What follows belongs to an exercise in optimizing a design on an open flow for small area and a short achievable clock period; a production flow would make more cautious choices. No driver is modelled on the clock port, so clocking that relies on it looks cheaper here than on a real chip. Power and IR drop assume default switching activity.

Design or_tree, start of the top module:
module or_tree (
    input  logic                    clk,
    input  logic                    rst_n,
    input  logic                    alloc_valid,
    input  or_tree_pkg::alloc_req_t alloc_req,
    input  logic                    free_valid,
    input  or_tree_pkg::free_req_t  free_req,
    output logic                    alloc_rsp_valid,
    output or_tree_pkg::alloc_rsp_t alloc_rsp,
    output logic                    free_rsp_valid,
    output or_tree_pkg::free_rsp_t  free_rsp,
    output logic                    at_update_valid,
    output or_tree_pkg::at_update_t at_update
);
    function automatic or_tree_pkg::level_bits_t level_full(logic [7:0] l);
        level_full = {|l,
                      (|l[3:0]) & (|l[7:4]),
                      (|l[1:0]) & (|l[3:2]) & (|l[5:4]) & (|l[7:6]),
                      &l};
    endfunction
    logic                    s1_alloc_valid;
    logic                    s1_free_valid;
    or_tree_pkg::req_id_t    s1_id;
    logic [63:0]             s1_sel;
    or_tree_pkg::req_size_e  s1_size;
    or_tree_pkg::page_ofs_t  s1_ofs;
    logic                    s2_alloc_valid;
    logic                    s2_free_valid;
    or_tree_pkg::req_id_t    s2_id;
    or_tree_pkg::tree_idx_t  s2_block;
    or_tree_pkg::page_ofs_t  s2_ofs;
    logic [7:0]              s2_leaves;
    logic [7:0]              rd_data;
    or_tree_pkg::page_ofs_t  pick_ofs;
  ...
Size in the first run: ~670 flip-flops, ~24000 sq um of cells after synthesis.
clock: 5.0 ns
lec_check: 0
cap_margin: 20
core_margin: 2
core_utilization: 60
setup_slack_margin: 3
slew_margin: 20
standard.sh (not shown) runs the stock make flow with config.mk's settings and CLKGATE_MAP_FILE= SYNTH_SCRIPT=/design/flow/synth_recipe.tcl, a recipe that flattens the netlist after the stock synthesis.
==> flow/flow/run.sh <==
#!/bin/bash
# Layout flow: the standard layout (standard.sh), with these changes.
# 0. The port buffers that global placement inserts are buf_2 cells.
# 1. TritonCTS clusters up to 25 sinks per leaf buffer (clkbuf_16 only), so the tree has
#    fewer, fuller leaf buffers.
# 3. Timing repair may resize a cell to one of another footprint (MATCH_CELL_FOOTPRINT=0).
# Each tool's full output goes to a log file in this folder (ORFS's own logs are under orfs/logs).
set -euo pipefail
export BUFFER_PORTS_ARGS="-buffer_cell sky130_fd_sc_hd__buf_2"
export CTS_ARGS="-sink_clustering_enable -repair_clock_nets -sink_clustering_size 25 -sink_clustering_max_diameter 100 -buf_list sky130_fd_sc_hd__clkbuf_16"
export POST_CTS_TCL="$PWD/flow/post_cts.tcl"
bash standard.sh MATCH_CELL_FOOTPRINT=0 SKIP_CTS_REPAIR_TIMING=1 finish > log_standard.txt 2>&1
==> flow/flow/post_cts.tcl <==
# Sourced by ORFS's cts.tcl (POST_CTS_TCL) after clock tree synthesis, with the CTS-stage timing
# repair skipped there so that it runs here on the final clock tree.
# 2. Repair setup timing and legalise, as cts.tcl does.
set block [ord::get_db_block]
set port_net [[$block findBTerm clk] getNet]
set root ""
foreach it [$port_net getITerms] { set root [$it getInst] }
set rname [$root getName]
set out_net ""
foreach it [$root getITerms] { if {[$it isOutputSignal]} { set out_net [$it getNet] } }
set loads {}
foreach it [$out_net getITerms] { if {[$it getInst] != $root} { lappend loads $it } }
puts "post_cts: root $rname ([[$root getMaster] getName]) drives [llength $loads] pins"
if {[llength $loads] > 4} { error "root drives too many pins" }
foreach it $loads { $it disconnect; $it connect $port_net }
odb::dbInst_destroy $root
odb::dbNet_destroy $out_net

estimate_parasitics -placement
repair_timing_helper
set result [catch { detailed_placement } msg]
if { $result != 0 } { error "Detailed placement failed after CTS repair: $msg" }
check_placement -verbose
The baseline completed with no timing, DRC or antenna violations.
==> next run, changes <==
--- a/flow/flow/run.sh
+++ b/flow/flow/run.sh
@@ -6,2 +5,0 @@
-# 3. Timing repair may resize a cell to one of another footprint (MATCH_CELL_FOOTPRINT=0).
-# Each tool's full output goes to a log file in this folder (ORFS's own logs are under orfs/logs).
@@ -8,0 +7 @@
+R=orfs/results/${FLOW_PLATFORM}/or_tree/base
@@ -11,2 +10,3 @@
-export POST_CTS_TCL="$PWD/flow/post_cts.tcl"
-bash standard.sh MATCH_CELL_FOOTPRINT=0 SKIP_CTS_REPAIR_TIMING=1 finish > log_standard.txt 2>&1
+bash standard.sh cts > log_standard_to_cts.txt 2>&1
+IN_ODB=$R/4_cts.odb OUT_ODB=$R/4_cts.odb openroad -no_init -exit flow/fixclk.tcl > log_fixclk.txt 2>&1
+bash standard.sh finish > log_standard_finish.txt 2>&1
==> flow/flow/fixclk.tcl (new file) <==
read_db $::env(IN_ODB)
set block [ord::get_db_block]
set port_net [[$block findBTerm clk] getNet]
set root ""
foreach it [$port_net getITerms] { set root [$it getInst] }
set rname [$root getName]
set out_net ""
foreach it [$root getITerms] { if {[$it isOutputSignal]} { set out_net [$it getNet] } }
set loads {}
foreach it [$out_net getITerms] { if {[$it getInst] != $root} { lappend loads $it } }
puts "root $rname ([[$root getMaster] getName]) drives [llength $loads] pins"
if {[llength $loads] > 4} { error "root drives too many pins" }
foreach it $loads { $it disconnect; $it connect $port_net }
odb::dbInst_destroy $root
odb::dbNet_destroy $out_net
write_db $::env(OUT_ODB)
removed: flow/flow/post_cts.tcl
What happened: Register-to-register slack improves by 0.02 ns. Sequential cell count stays the same. Setup slack improves by 0.017 ns. Power shrinks by 1.1%. Hold slack degrades by 0.0039 ns.
No run of this note included a check of the RTL's function; only the layout flow was run.

## re-timing with driven ports
In the flow no input, the clock included, has a driving cell. The finished layouts below were timed again as built, in two steps.
Step 1 sets driving cells, clkbuf_16 on the clock port and buf_2 on the other inputs (assumed; they add their load-dependent delay and slew).
Step 2 adds t to the input delays and takes it off the output delays; t is the mean of the earliest and latest rising clock arrival at the registers after step 1. Input paths then give back, and output paths get back, about the clock's delay inside the block.
Slacks: ideal / step 1 / step 2; pairs: ideal / step 1.
run | t (ns) | setup slack, ns | worst hold slack (ns) | worst setup path after step 2 | cell pins on the clock port's net
the first run | 0.540 | 2.896 / 2.896 / 2.669 | 0.329 / 0.329 / 0.329 | input to register | 2
the second run | 0.552 | 2.913 / 2.913 / 2.538 | 0.325 / 0.325 / 0.325 | input to register | 2
After both steps every run listed still meets setup and hold. The setup slack of the second run, which loses most, moves by 0.000 ns with the drivers and by -0.375 ns with both steps.
